What follows belongs to an exercise in optimizing a design on an open flow for small area; a production flow would make more cautious choices. The RTL was checked by simulation tests, not by an equivalence proof against the original design.

==> flow/design.v <==
module wb_regfile (
   input  logic        clk,
   input  logic        reset,
   input  logic [31:0] Read_data_in,
   input  logic [31:0] result_in,
   input  logic [31:0] link_in,
   input  logic [4:0]  RtorRd_in,
   input  logic [1:0]  MemtoReg_in,
   input  logic        RegWr_in,
   input  logic        MemRead_in,
   input  logic [4:0]  rs_addr,
   input  logic [4:0]  rt_addr,
   output logic [31:0] rs_data,
   output logic [31:0] rt_data,
   output logic [31:0] wb_data_o,
   output logic [4:0]  wb_addr_o,
   output logic        wb_en_o,
   output logic [31:0] wb_cnt,
   output logic [31:0] load_cnt
);
   logic [31:0] wb_cnt_r;
   logic [31:0] load_cnt_r;
   logic        cnt_en_s;
   logic        cnt_ld_s;
   wb_regfile_core u_core (
      .clk          (clk),
      .reset        (reset),
      .Read_data_in (Read_data_in),
      .result_in    (result_in),
      .link_in      (link_in),
      .RtorRd_in    (RtorRd_in),
      .MemtoReg_in  (MemtoReg_in),
      .RegWr_in     (RegWr_in),
      .rs_addr      (rs_addr),
      .rt_addr      (rt_addr),
      .rs_data      (rs_data),
      .rt_data      (rt_data),
      .wb_data_o    (wb_data_o),
      .wb_addr_o    (wb_addr_o),
      .wb_en_o      (wb_en_o)
   );
   assign cnt_en_s = reset && RegWr_in && (RtorRd_in != 5'd0);
   assign cnt_ld_s = cnt_en_s && MemRead_in && (MemtoReg_in == 2'b01);
   always_ff @(posedge clk or negedge reset) begin
      if (!reset) begin
         wb_cnt_r   <= 32'd0;
         load_cnt_r <= 32'd0;
      end else begin
         if (cnt_en_s) begin
            wb_cnt_r <= wb_cnt_r + 32'd1;
         end
         if (cnt_ld_s) begin
            load_cnt_r <= load_cnt_r + 32'd1;
         end
      end
   end
   assign wb_cnt   = wb_cnt_r;
   assign load_cnt = load_cnt_r;
endmodule

package pipeline_pkg;
   localparam int XLEN   = 32;
   localparam int REG_AW = 5;
   typedef enum logic [1:0] {
      MTR_ALU  = 2'b00,
      MTR_MEM  = 2'b01,
      MTR_LINK = 2'b10,
      MTR_RSVD = 2'b11
   } mtr_sel_e;
   function automatic logic is_load_wb(input logic mem_read, input logic [1:0] mtr);
      is_load_wb = mem_read && (mtr == MTR_MEM);
   endfunction
endpackage
module rf_inv (
   input  logic a,
   output logic y
);
   assign y = ~a;
endmodule
module wb_mux
#(
   parameter int XLEN = pipeline_pkg::XLEN
) (
   input  logic [1:0]      MemtoReg_in,
   input  logic [XLEN-1:0] Read_data_in,
   input  logic [XLEN-1:0] result_in,
   input  logic [XLEN-1:0] link_in,
   output logic [XLEN-1:0] wb_data
);
   logic sel_mem_s;
   logic sel_link_s;
   logic sel_alu_s;
   assign sel_mem_s  = (MemtoReg_in == pipeline_pkg::MTR_MEM);
   assign sel_link_s = (MemtoReg_in == pipeline_pkg::MTR_LINK);
   assign sel_alu_s  = (MemtoReg_in == pipeline_pkg::MTR_ALU) ||
                       (MemtoReg_in == pipeline_pkg::MTR_RSVD);
   for (genvar b = 0; b < XLEN; b++) begin : g_bit
      logic sel_n;
      rf_aoi222 u_aoi (
         .a1 (sel_mem_s),  .a2 (Read_data_in[b]),
         .b1 (sel_link_s), .b2 (link_in[b]),
         .c1 (sel_alu_s),  .c2 (result_in[b]),
         .y  (sel_n)
      );
      rf_inv u_inv (.a (sel_n), .y (wb_data[b]));
   end
endmodule
module rf_aoi222 (
   input  logic a1, a2, b1, b2, c1, c2,
   output logic y
);
   assign y = ~((a1 & a2) | (b1 & b2) | (c1 & c2));
endmodule
module rf_nand2 (
   input  logic a, b,
   output logic y
);
   assign y = ~(a & b);
endmodule
module rf_nand3 (
   input  logic a, b, c,
   output logic y
);
   assign y = ~(a & b & c);
endmodule
module rf_nand4 (
   input  logic a, b, c, d,
   output logic y
);
   assign y = ~(a & b & c & d);
endmodule
module rf_or3 (
   input  logic a, b, c,
   output logic y
);
   assign y = a | b | c;
endmodule
module rf_rdbit (
   input  logic [31:1] sel,
   input  logic [31:1] d,
   output logic        y
);
   logic [10:0] p_n;
   logic [2:0]  q;
   for (genvar g = 0; g < 10; g++) begin : g_aoi
      rf_aoi222 u_aoi (
         .a1 (sel[3*g+1]), .a2 (d[3*g+1]),
         .b1 (sel[3*g+2]), .b2 (d[3*g+2]),
         .c1 (sel[3*g+3]), .c2 (d[3*g+3]),
         .y  (p_n[g])
      );
   end
   rf_nand2 u_n31 (.a (sel[31]), .b (d[31]), .y (p_n[10]));
   rf_nand4 u_q0 (.a (p_n[0]), .b (p_n[1]), .c (p_n[2]),  .d (p_n[3]), .y (q[0]));
   rf_nand4 u_q1 (.a (p_n[4]), .b (p_n[5]), .c (p_n[6]),  .d (p_n[7]), .y (q[1]));
   rf_nand3 u_q2 (.a (p_n[8]), .b (p_n[9]), .c (p_n[10]),              .y (q[2]));
   rf_or3   u_y  (.a (q[0]),   .b (q[1]),   .c (q[2]),                 .y (y));
endmodule
module wb_regfile_core
#(
   parameter int XLEN = pipeline_pkg::XLEN,
   parameter int NREG = 32
) (
   input  logic              clk,
   input  logic              reset,
   input  logic [XLEN-1:0]   Read_data_in,
   input  logic [XLEN-1:0]   result_in,
   input  logic [XLEN-1:0]   link_in,
   input  logic [pipeline_pkg::REG_AW-1:0] RtorRd_in,
   input  logic [1:0]        MemtoReg_in,
   input  logic              RegWr_in,
   input  logic [pipeline_pkg::REG_AW-1:0] rs_addr,
   input  logic [pipeline_pkg::REG_AW-1:0] rt_addr,
   output logic [XLEN-1:0]   rs_data,
   output logic [XLEN-1:0]   rt_data,
   output logic [XLEN-1:0]   wb_data_o,
   output logic [pipeline_pkg::REG_AW-1:0] wb_addr_o,
   output logic              wb_en_o
);
   localparam logic [pipeline_pkg::REG_AW-1:0] ZERO_ADDR = {pipeline_pkg::REG_AW{1'b0}};
   logic [XLEN-1:0] regs_r [1:31];
   logic [31:1]     valid_r;
   logic [XLEN-1:0] wb_data_s;
   logic            wb_en_s;
   logic [31:1]     wr_sel_s;
   logic [31:1]     rs_sel_s;
   logic [31:1]     rt_sel_s;
   logic [31:1]     bit_s [XLEN];
   wb_mux #(
      .XLEN (XLEN)
   ) u_wb_mux (
      .MemtoReg_in  (MemtoReg_in),
      .Read_data_in (Read_data_in),
      .result_in    (result_in),
      .link_in      (link_in),
      .wb_data      (wb_data_s)
   );
   assign wb_en_s = reset && RegWr_in && (RtorRd_in != ZERO_ADDR);
   always_comb begin
      for (int i = 1; i < 32; i++) begin
         wr_sel_s[i] = RegWr_in && (RtorRd_in == 5'(i));
         rs_sel_s[i] = valid_r[i] && (rs_addr == 5'(i));
         rt_sel_s[i] = valid_r[i] && (rt_addr == 5'(i));
      end
   end
   always_ff @(posedge clk or negedge reset) begin
      if (!reset) begin
         valid_r <= '0;
      end else begin
         valid_r <= valid_r | wr_sel_s;
      end
   end
   always_ff @(posedge clk) begin
      for (int i = 1; i < 32; i++) begin
         if (wr_sel_s[i]) begin
            regs_r[i] <= wb_data_s;
         end
      end
   end
   for (genvar b = 0; b < XLEN; b++) begin : g_bit
      for (genvar i = 1; i < 32; i++) begin : g_col
         assign bit_s[b][i] = regs_r[i][b];
      end
      rf_rdbit u_rs (.sel (rs_sel_s), .d (bit_s[b]), .y (rs_data[b]));
      rf_rdbit u_rt (.sel (rt_sel_s), .d (bit_s[b]), .y (rt_data[b]));
   end
   assign wb_data_o = wb_data_s;
   assign wb_addr_o = RtorRd_in;
   assign wb_en_o   = wb_en_s;
endmodule
Settings: LEC_CHECK=0, CAP_MARGIN=10, CORE_MARGIN=2, CORE_UTILIZATION=60, SLEW_MARGIN=10, SYNTH_HIERARCHICAL=1; clock period 8.0 ns.
standard.sh (not shown) runs the stock make flow with config.mk's settings and CLKGATE_MAP_FILE= SYNTH_SCRIPT=/design/flow/synth_recipe.tcl, a recipe that flattens the netlist after the stock synthesis.
==> flow/flow/run.sh <==
#!/bin/bash
# Layout flow: the standard ORFS flow (standard.sh), with these changes in
# how the layout is built:
#  - port buffers are the smallest buffer (buf_1) instead of the default pick;
#  - CTS uses clkbuf_8 with sink clusters of up to 17 and inserts no dummy loads.
# Each tool's full output goes to a log file in this folder.
set -e
export BUFFER_PORTS_ARGS="-buffer_cell sky130_fd_sc_hd__buf_1"
export CTS_ARGS="-sink_clustering_enable -repair_clock_nets -dont_use_dummy_load -buf_list {sky130_fd_sc_hd__clkbuf_8} -sink_clustering_size 17 -sink_clustering_max_diameter 60"
bash standard.sh > standard_flow.log 2>&1
Then changed:
--- a/flow/design.v
+++ b/flow/design.v
@@ -126,12 +126,24 @@
 module rf_nand4 (
    input  logic a, b, c, d,
    output logic y
 );
    assign y = ~(a & b & c & d);
 endmodule
+module rf_and3 (
+   input  logic a, b, c,
+   output logic y
+);
+   assign y = a & b & c;
+endmodule
+module rf_and2 (
+   input  logic a, b,
+   output logic y
+);
+   assign y = a & b;
+endmodule
 module rf_or3 (
    input  logic a, b, c,
    output logic y
 );
    assign y = a | b | c;
 endmodule
@@ -179,52 +191,77 @@
 );
    localparam logic [pipeline_pkg::REG_AW-1:0] ZERO_ADDR = {pipeline_pkg::REG_AW{1'b0}};
    logic [XLEN-1:0] regs_r [1:31];
    logic [31:1]     valid_r;
    logic [XLEN-1:0] wb_data_s;
    logic            wb_en_s;
-   logic [31:1]     wr_sel_s;
-   logic [31:1]     rs_sel_s;
-   logic [31:1]     rt_sel_s;
+   logic [3:0]      wr_lo;
+   logic [7:0]      wr_hi;
+   logic [3:0]      rs_lo;
+   logic [7:0]      rs_hi;
+   logic [3:0]      rt_lo;
+   logic [7:0]      rt_hi;
+   logic [31:1]     wr_set_s;
+   logic [31:1]     wr_sel_s [2];
+   logic [31:1]     rs_sel_s [2];
+   logic [31:1]     rt_sel_s [2];
    logic [31:1]     bit_s [XLEN];
    wb_mux #(
       .XLEN (XLEN)
    ) u_wb_mux (
       .MemtoReg_in  (MemtoReg_in),
       .Read_data_in (Read_data_in),
       .result_in    (result_in),
       .link_in      (link_in),
       .wb_data      (wb_data_s)
    );
    assign wb_en_s = reset && RegWr_in && (RtorRd_in != ZERO_ADDR);
    always_comb begin
+      for (int k = 0; k < 4; k++) begin
+         wr_lo[k]   = RegWr_in && (RtorRd_in[1:0] == 2'(k));
+         rs_lo[k]   = (rs_addr[1:0] == 2'(k));
+         rt_lo[k]   = (rt_addr[1:0] == 2'(k));
+      end
+      for (int j = 0; j < 8; j++) begin
+         wr_hi[j]   = (RtorRd_in[4:2] == 3'(j));
+         rs_hi[j]   = (rs_addr[4:2] == 3'(j));
+         rt_hi[j]   = (rt_addr[4:2] == 3'(j));
+      end
       for (int i = 1; i < 32; i++) begin
-         wr_sel_s[i] = RegWr_in && (RtorRd_in == 5'(i));
-         rs_sel_s[i] = valid_r[i] && (rs_addr == 5'(i));
-         rt_sel_s[i] = valid_r[i] && (rt_addr == 5'(i));
+         wr_set_s[i] = wr_lo[i % 4] && wr_hi[i / 4];
+      end
+   end
+   for (genvar h = 0; h < 2; h++) begin : g_half
+      for (genvar i = 1; i < 32; i++) begin : g_reg
+         rf_and2 u_wr (.a (wr_lo[i % 4]), .b (wr_hi[i / 4]), .y (wr_sel_s[h][i]));
+         rf_and3 u_rs (.a (valid_r[i]), .b (rs_lo[i % 4]), .c (rs_hi[i / 4]), .y (rs_sel_s[h][i]));
+         rf_and3 u_rt (.a (valid_r[i]), .b (rt_lo[i % 4]), .c (rt_hi[i / 4]), .y (rt_sel_s[h][i]));
       end
    end
    always_ff @(posedge clk or negedge reset) begin
       if (!reset) begin
          valid_r <= '0;
       end else begin
-         valid_r <= valid_r | wr_sel_s;
+         valid_r <= valid_r | wr_set_s;
       end
    end
    always_ff @(posedge clk) begin
       for (int i = 1; i < 32; i++) begin
-         if (wr_sel_s[i]) begin
-            regs_r[i] <= wb_data_s;
+         if (wr_sel_s[0][i]) begin
+            regs_r[i][XLEN/2-1:0] <= wb_data_s[XLEN/2-1:0];
+         end
+         if (wr_sel_s[1][i]) begin
+            regs_r[i][XLEN-1:XLEN/2] <= wb_data_s[XLEN-1:XLEN/2];
          end
       end
    end
    for (genvar b = 0; b < XLEN; b++) begin : g_bit
       for (genvar i = 1; i < 32; i++) begin : g_col
          assign bit_s[b][i] = regs_r[i][b];
       end
-      rf_rdbit u_rs (.sel (rs_sel_s), .d (bit_s[b]), .y (rs_data[b]));
-      rf_rdbit u_rt (.sel (rt_sel_s), .d (bit_s[b]), .y (rt_data[b]));
+      rf_rdbit u_rs (.sel (rs_sel_s[b / (XLEN/2)]), .d (bit_s[b]), .y (rs_data[b]));
+      rf_rdbit u_rt (.sel (rt_sel_s[b / (XLEN/2)]), .d (bit_s[b]), .y (rt_data[b]));
    end
    assign wb_data_o = wb_data_s;
    assign wb_addr_o = RtorRd_in;
    assign wb_en_o   = wb_en_s;
 endmodule
Now the flow finished with capacitance limit, slew limit left.
Register-to-register slack is worse by 0.59 ns.
Wire length is higher by 2.1%.
Die area is higher by 0.70%.
Final cell count is higher by 0.43%.
Clock-buffer cell count is higher by 2.
Design area is lower by 0.63%.
Critical path depth is lower by 1.
Hold slack is about the same.

[separate check: timing with driven ports]
How much do the figures lean on ideal ports? The routed layouts below were timed once more, with nothing changed but the port constraints.
Step 1, drivers: a clkbuf_16 drives clk and a buf_2 each remaining input, both assumed.
Step 2 adds t to the input delays and takes it off the output delays; t is the mean of the earliest and latest rising clock arrival at the registers after step 1. Input paths then give back, and output paths get back, about the clock's delay inside the block.
a / b / c = no drivers / after step 1 / after step 2; a / b = the first two.
run	t (ns)	setup slack, ns	clock arrival spread, ns	worst register clock-pin slew, ns	worst data-port slew with drivers (ns)
the first run	0.754	1.734 / 1.699 / 1.699	0.076 / 0.076	0.11 / 0.11	0.06
the second run	0.766	1.358 / 1.214 / 1.214	0.085 / 0.085	0.11 / 0.11	0.15
The setup slack of the second run, which loses most, moves by -0.144 ns with the drivers and by -0.144 ns with both steps.
